This design comes from an exercise in tuning for a short achievable clock period and few clock cycles per item on the open sky130 flow, not from production work. The RTL was checked by simulation tests, not by an equivalence proof against the original design.

<file path="flow/run.sh">
#!/bin/bash
# synth_recipe.tcl (not shown) runs the flow's synth.tcl, then flattens the netlist and writes it again
# the make line also repeats each setting of config.mk as NAME=value (left out here)
make -C /OpenROAD-flow-scripts/flow DESIGN_CONFIG=/design/flow/config.mk WORK_HOME=/design/flow/orfs CLKGATE_MAP_FILE= SYNTH_SCRIPT=/design/flow/synth_recipe.tcl finish
</file>
<file path="flow/config.mk">
export PLATFORM = sky130hd
export DESIGN_NAME = seq_alu
export DESIGN_NICKNAME = seq_alu
export VERILOG_FILES = /design/flow/design.v
export SDC_FILE = /design/flow/constraint.sdc
export NUM_CORES = 4
export LEC_CHECK = 0
export CAP_MARGIN = 20
export CORE_MARGIN = 2
export CORE_UTILIZATION = 40
export SLEW_MARGIN = 20
</file>
<file path="flow/constraint.sdc">
create_clock -name core_clock -period 8.0 [get_ports {clock_i}]
set_input_delay 1.6000 -clock core_clock [delete_from_list [all_inputs] [get_ports {clock_i}]]
set_output_delay 1.6000 -clock core_clock [all_outputs]
set_load 0.01 [all_outputs]
</file>
<file path="flow/design.v">
module seq_alu #(
    parameter int WIDTH   = 32,
    parameter int SHAMT_W = $clog2(WIDTH)
) (
    input  logic               clock_i,
    input  logic               reset_n_i,
    input  logic               start_i,
    input  logic [4:0]         opcode_i,
    input  logic [WIDTH-1:0]   a_i,
    input  logic [WIDTH-1:0]   b_i,
    output logic               ready_o,
    output logic               valid_o,
    output logic [2*WIDTH-1:0] result_o,
    output logic               zero_o,
    output logic               negative_o,
    output logic               div_by_zero_o,
    output logic               illegal_op_o
);
    localparam int CNT_W = $clog2(WIDTH) + 1;
    localparam logic [4:0] OP_ADD  = 5'b00011, OP_SUB  = 5'b00100, OP_SHR  = 5'b00101,
                           OP_SHRA = 5'b00110, OP_SHL  = 5'b00111, OP_ROR  = 5'b01000,
                           OP_ROL  = 5'b01001, OP_AND  = 5'b01010, OP_OR   = 5'b01011,
                           OP_ADDI = 5'b01100, OP_ANDI = 5'b01101, OP_ORI  = 5'b01110,
                           OP_MUL  = 5'b01111, OP_DIV  = 5'b10000, OP_NEG  = 5'b10001,
                           OP_NOT  = 5'b10010;
    typedef enum logic [1:0] {IDLE, EXEC, ITER, FIX} state_t;
    state_t             state_q;
    logic [4:0]         op_q;
    logic [WIDTH-1:0]   a_q, b_q, hi_q, lo_q, m_q;
    logic [CNT_W-1:0]   cnt_q;
    logic [2*WIDTH-1:0] res_q;
    logic               valid_q, zero_q, neg_q, dbz_q, ill_q;
    logic [WIDTH-1:0]   mag_a_d, mag_b_d, hi_d, lo_d, dif_d;
    logic [WIDTH:0]     sum_d, shl_d;
    logic               fit_d, iter_d, sgn_d, legal_d, wide_d;
    logic [SHAMT_W-1:0] sh_d;
    logic [2*WIDTH-1:0] ror_d, rol_d, exe_d, prod_d, fix_d, out_d;
    assign mag_a_d = a_i[WIDTH-1] ? -a_i : a_i;
    assign mag_b_d = b_i[WIDTH-1] ? -b_i : b_i;
    assign iter_d  = (opcode_i == OP_MUL) || (opcode_i == OP_DIV && b_i != '0);
    always_comb begin
        sum_d = {1'b0, hi_q} + (lo_q[0] ? {1'b0, m_q} : '0);
        shl_d = {hi_q, lo_q[WIDTH-1]};
        dif_d = shl_d[WIDTH-1:0] - m_q;
        fit_d = shl_d >= {1'b0, m_q};
        hi_d  = (op_q == OP_DIV) ? (fit_d ? dif_d : shl_d[WIDTH-1:0]) : sum_d[WIDTH:1];
        lo_d  = (op_q == OP_DIV) ? {lo_q[WIDTH-2:0], fit_d} : {sum_d[0], lo_q[WIDTH-1:1]};
    end
    always_comb begin
        sh_d  = b_q[SHAMT_W-1:0];
        ror_d = {a_q, a_q} >> sh_d;
        rol_d = {a_q, a_q} << sh_d;
        exe_d = '0;
        case (op_q)
            OP_ADD, OP_ADDI: exe_d[WIDTH-1:0] = a_q + b_q;
            OP_SUB:          exe_d[WIDTH-1:0] = a_q - b_q;
            OP_SHR:          exe_d[WIDTH-1:0] = a_q >> sh_d;
            OP_SHRA:         exe_d[WIDTH-1:0] = $signed(a_q) >>> sh_d;
            OP_SHL:          exe_d[WIDTH-1:0] = a_q << sh_d;
            OP_ROR:          exe_d[WIDTH-1:0] = ror_d[WIDTH-1:0];
            OP_ROL:          exe_d[WIDTH-1:0] = rol_d[2*WIDTH-1:WIDTH];
            OP_AND, OP_ANDI: exe_d[WIDTH-1:0] = a_q & b_q;
            OP_OR, OP_ORI:   exe_d[WIDTH-1:0] = a_q | b_q;
            OP_NEG:          exe_d[WIDTH-1:0] = -b_q;
            OP_NOT:          exe_d[WIDTH-1:0] = ~b_q;
            OP_DIV:          exe_d = {a_q, {WIDTH{1'b1}}};
            default:         exe_d = '0;
        endcase
    end
    always_comb begin
        sgn_d   = a_q[WIDTH-1] ^ b_q[WIDTH-1];
        prod_d  = {hi_q, lo_q};
        fix_d   = (op_q == OP_DIV) ? {(a_q[WIDTH-1] ? -hi_q : hi_q), (sgn_d ? -lo_q : lo_q)}
                                   : (sgn_d ? -prod_d : prod_d);
        out_d   = (state_q == FIX) ? fix_d : exe_d;
        wide_d  = op_q == OP_MUL;
        legal_d = (op_q == OP_ADD)  || (op_q == OP_SUB)  || (op_q == OP_SHR)  || (op_q == OP_SHRA) ||
                  (op_q == OP_SHL)  || (op_q == OP_ROR)  || (op_q == OP_ROL)  || (op_q == OP_AND)  ||
                  (op_q == OP_OR)   || (op_q == OP_ADDI) || (op_q == OP_ANDI) || (op_q == OP_ORI)  ||
                  (op_q == OP_MUL)  || (op_q == OP_DIV)  || (op_q == OP_NEG)  || (op_q == OP_NOT);
    end
    always_ff @(posedge clock_i or negedge reset_n_i) begin
        if (!reset_n_i) begin
            state_q <= IDLE;
            op_q    <= '0;
            a_q     <= '0;
            b_q     <= '0;
            hi_q    <= '0;
            lo_q    <= '0;
            m_q     <= '0;
            cnt_q   <= '0;
            res_q   <= '0;
            valid_q <= 1'b0;
            zero_q  <= 1'b0;
            neg_q   <= 1'b0;
            dbz_q   <= 1'b0;
            ill_q   <= 1'b0;
        end else begin
            valid_q <= 1'b0;
            case (state_q)
                IDLE: if (start_i) begin
                    op_q    <= opcode_i;
                    a_q     <= a_i;
                    b_q     <= b_i;
                    hi_q    <= '0;
                    lo_q    <= mag_a_d;
                    m_q     <= mag_b_d;
                    cnt_q   <= CNT_W'(WIDTH);
                    state_q <= iter_d ? ITER : EXEC;
                end
                ITER: begin
                    hi_q    <= hi_d;
                    lo_q    <= lo_d;
                    cnt_q   <= cnt_q - 1'b1;
                    state_q <= (cnt_q == CNT_W'(1)) ? FIX : ITER;
                end
                default: begin
                    res_q   <= out_d;
                    zero_q  <= wide_d ? (out_d == '0) : (out_d[WIDTH-1:0] == '0);
                    neg_q   <= wide_d ? out_d[2*WIDTH-1] : out_d[WIDTH-1];
                    dbz_q   <= (state_q == EXEC) && (op_q == OP_DIV);
                    ill_q   <= !legal_d;
                    valid_q <= 1'b1;
                    state_q <= IDLE;
                end
            endcase
        end
    end
    assign ready_o       = state_q == IDLE;
    assign valid_o       = valid_q;
    assign result_o      = res_q;
    assign zero_o        = zero_q;
    assign negative_o    = neg_q;
    assign div_by_zero_o = dbz_q;
    assign illegal_op_o  = ill_q;
endmodule
</file>
==> qor.csv <==
stage;metric;value;unit
run_status;status;complete, no violations;
logic_synthesis;yosysTopAreaCellShare;0.203;
sta;fin_tns_setup;0;ps
clock_tree;cts_setup_buffers;0;
placement;placed_cell_area;0.0321;mm²
logic_synthesis;yosys-top-cells-area;dfrtp_1, ha_1, o21ai_0;
logic_synthesis;syn_avg_cell_area;7.70;µm²
logic_synthesis;async_flop_share;1.00;
sta;finalCriticalPeriod;6620;ps
finish;fin_area;0.0333;mm²
detailed_routing;routed_wl;170000;µm
setup_path;endpoint_kind;flip-flop;
placement;place_hpwl;129000;µm
global_routing;antenna_found_initial;33;
setup_path;cp_slowest_stage_delay;850;ps
sta;fin_ws;1380;ps
logic_synthesis;synth_ff_type;dfrtp_1;
global_routing;grt_pass1_vias;31600;
setup_path;crit_slowest_cell;dfrtp_1;
setup_path;path_cells;inv_1 > nor2_2 > buf_4 > a31oi_1 > ha_1 > o21a_1 > o31a_1 > o41ai_1 > a211oi_1 > or3_1 > a31o_2 > a211o_1 > a2111oi_0 > and4b_1 > o2111ai_1 > or4_1 > o22ai_2;
sta;final-hold-violation-count;0;
sta;setup_viol;0;
setup_path;crit_arrival;7110;ps
global_routing;grt_pass1_wl;240000;µm
logic_synthesis;synth_fa_ha_area_frac;0.0756;
detailed_routing;routed-via-count;33300;
clock_tree;ctsResizeCount;0;
logic_synthesis;yosys_warnings;1;
global_routing;grt_use_total;0.433;
placement;place_ws;1820;ps
clock_tree;cts_buffer_depth;3;
clock_tree;cts-root-buf;clkbuf_16;
detailed_routing;first_pass_iters;8;
placement;gp_congestion;1.14;
logic_synthesis;synth.distinct_cells;96;
sta;slew_headroom;0.119;
setup_path;crit_family;compound AO/OA/AOI/OAI gates;
setup_path;critPathMaxFanout;30;
clock_tree;clkSlewWorstSetupHoldPaths;70;ps
floorplan;ios;142;
run;max_cap_viol_count;0;
clock_tree;tritoncts;done;
detailed_routing;drc;0;
sta;rsz0062_at_grt;no;
finish;fin_nets;4090;
finish;drive_above_1_share;0.103;
global_routing;grt_max_degree;97;
logic_synthesis;synth_compound_area_frac;0.271;
logic_synthesis;synth-seq-cells;241;
clock_tree;cts_max_level;2;
sta;fin_crit_sh;0.828;
setup_path;start_kind;flip-flop;
clock_tree;cts_buffers;34;
clock_tree;clock_latency;570;ps
logic_synthesis;synth.net_count;4103;
logic_synthesis;synth_cells;3854;
logic_synthesis;synth_xor_area_frac;0.0575;
finish;area_growth;12.0;%
clock_tree;hold_buffers;0;
detailed_routing;via_per_inst;6.91;
placement;numPortBuffers;141;
sta;max_clock_freq;151;MHz
clock_tree;cts.sinks;241;
floorplan;die_area;0.0764;mm²
sta;worst_pin_slew;1320;ps
floorplan;core;0.0732;mm²
setup_path;worstSetupPathType;reg -> reg;
logic_synthesis;synthMuxAreaShare;0.132;
detailed_routing;drtIter0Drc;5110;
global_routing;globalRoute.totalOverflow;0;
logic_synthesis;synth-simple-area-share;0.201;
floorplan;dieHeight;276;µm
setup_path;critPathBufInv;2;
detailed_routing;avgRoutedWirePerCell;35.2;µm
setup_path;crit_required;8480;ps
logic_synthesis;syn_area;0.0297;mm²
sta;fin_worst_hold_slack;472;ps
floorplan;num_rows;99;
logic_synthesis;seq_area_frac_synth;0.203;
sta;drv_slew;0;
detailed_routing;route.antenna.remaining_nets;0;
finish;fillers;7403;
floorplan;start_util;0.405;
logic_synthesis;synth_top_family_by_area;compound AO/OA/AOI/OAI gates;
logic_synthesis;synth_edf_count;0;
floorplan;die_w;276;µm
logic_synthesis;yosysTopAreaCell;dfrtp_1;
sta;finClkSkew;35.6;ps
worst_hold_path;hp-class;reg -> reg;
cells by family after synthesis:
group / Yosys count
simple gates: 1253
xor+xnor: 195
compound gates: 1243
buf+inv: 460
mux: 285
flops: 241
fa+ha+maj: 177
cells in the mapped netlist, types with 34 or more instances:
master	number
nand3_1	89
mux2i_1	134
dfrtp_1	241
nand4_1	36
nand2_1	436
buf_1	34
nor2_1	311
a21oi_1	246
mux2_2	73
clkbuf_1	240
o22ai_1	37
o211ai_1	39
a31oi_1	76
ha_1	173
xnor2_1	109
a211oi_1	39
nand2b_1	41
mux4_2	78
a21o_1	78
inv_1	149
o21ai_0	364
a22oi_1	52
or3_1	43
xor2_1	86
nor3_1	80
flip-flops by register name (all words and copies together), names as in the netlist:
register / cells
m_q: 31
state_q: 2
op_q: 5
cnt_q: 6
neg_q: 1
b_q: 32
res_q: 64
lo_q: 32
valid_q: 1
a_q: 32
ill_q: 1
dbz_q: 1
hi_q: 32
zero_q: 1
cell type report:
| class | instances | area [µm²] | share of cell area |
|---|---|---|---|
| Inverter | 153 | 574 | 0.0173 |
| Multi-Input combinational cell | 3153 | 22000 | 0.661 |
| Tap cell | 959 | 1200 | 0.0361 |
| Timing Repair Buffer | 258 | 2310 | 0.0696 |
| Sequential cell | 241 | 6050 | 0.182 |
| Antenna cell | 7 | 17.5 | 0.000527 |
| Clock buffer | 44 | 960 | 0.0289 |
| Clock inverter | 13 | 150 | 0.00452 |
routing by layer:
metal	up-vias	part of all wire	GRT usage
met5	-	0.0013	0
met3	675	0.11	0.142
met1	16200	0.39	0.544
li1	14200	-	-
met4	36	0.084	0.303
met2	2217	0.41	0.624
path summary, 6_finish.rpt:
check	start	slack (ps)	end	cells past startpoint
setup reg to reg	op_q[0]$_DFFE_PN0P_	1380	zero_q$_DFFE_PN0P_	17
hold / removal	cnt_q[5]$_DFFE_PN0P_	470	cnt_q[5]$_DFFE_PN0P_	1
setup / recovery	op_q[0]$_DFFE_PN0P_	1380	zero_q$_DFFE_PN0P_	17
max in group asynchronous	reset_n_i	5420	res_q[55]$_DFFE_PN0P_	2
min in group asynchronous	reset_n_i	1040	hi_q[19]$_DFFE_PN0P_	1
hold reg to reg	cnt_q[5]$_DFFE_PN0P_	470	cnt_q[5]$_DFFE_PN0P_	1
per-stage QoR:
stage / util / cells
global route: 0.454 / 4822
detailed placement: 0.438 / 4762
CTS: 0.453 / 4819
global placement: 0.438 / 4762
finish: 0.454 / 4828
floorplan: - / 3854
layout by cell type, fill, tap and decap left out, types with 21 or more instances in the layout:
| cell type | instances |
|---|---|
| nand2_1 | 434 |
| a21o_1 | 78 |
| nor2b_1 | 32 |
| clkdlybuf4s50_1 | 140 |
| xnor2_1 | 109 |
| o21ai_0 | 361 |
| o211ai_1 | 39 |
| nor4_1 | 30 |
| a221oi_1 | 22 |
| and3_1 | 26 |
| inv_1 | 148 |
| mux4_2 | 78 |
| o22ai_1 | 37 |
| ha_1 | 173 |
| nor2_1 | 306 |
| or4_1 | 24 |
| nand3_1 | 89 |
| a22oi_1 | 52 |
| a21oi_1 | 246 |
| buf_4 | 115 |
| nand2b_1 | 41 |
| a31oi_1 | 75 |
| o31ai_1 | 31 |
| o21a_1 | 30 |
| clkbuf_16 | 35 |
| mux2i_1 | 134 |
| o41ai_1 | 25 |
| a211oi_1 | 39 |
| xor2_1 | 86 |
| nor3_1 | 77 |
| or3_1 | 43 |
| dfrtp_1 | 234 |
| mux2_2 | 73 |
| and2_1 | 21 |
| nand4_1 | 36 |
Testbench counts, summed over its fixed seeds: cycles 69,224, ops 4,800.

port drivers added, routing unchanged:
The flow's constraints put no driver on any port. The routed layout listed below was extracted and timed again, unchanged, in two steps. Step 1: set_driving_cell puts a clkbuf_16 on clock_i and a buf_2 on each other input, an assumption about the parent block. Step 2 times the ports against the registers' clock, not the clock port: input delays grow and output delays shrink by t, the midpoint of the rising clock arrivals with the driver on. a / b / c = no drivers / after step 1 / after step 2; a / b = the first two.
t, ns: 0.623
slack for setup (ns): 1.379 / 1.379 / 1.379
worst register clock-pin slew, ns: 0.07 / 0.07
cell pins on the clock port's net: 1
After both steps this run still meets setup and hold. The setup slack of this run moves by 0.000 ns with the drivers and by 0.000 ns with both steps.
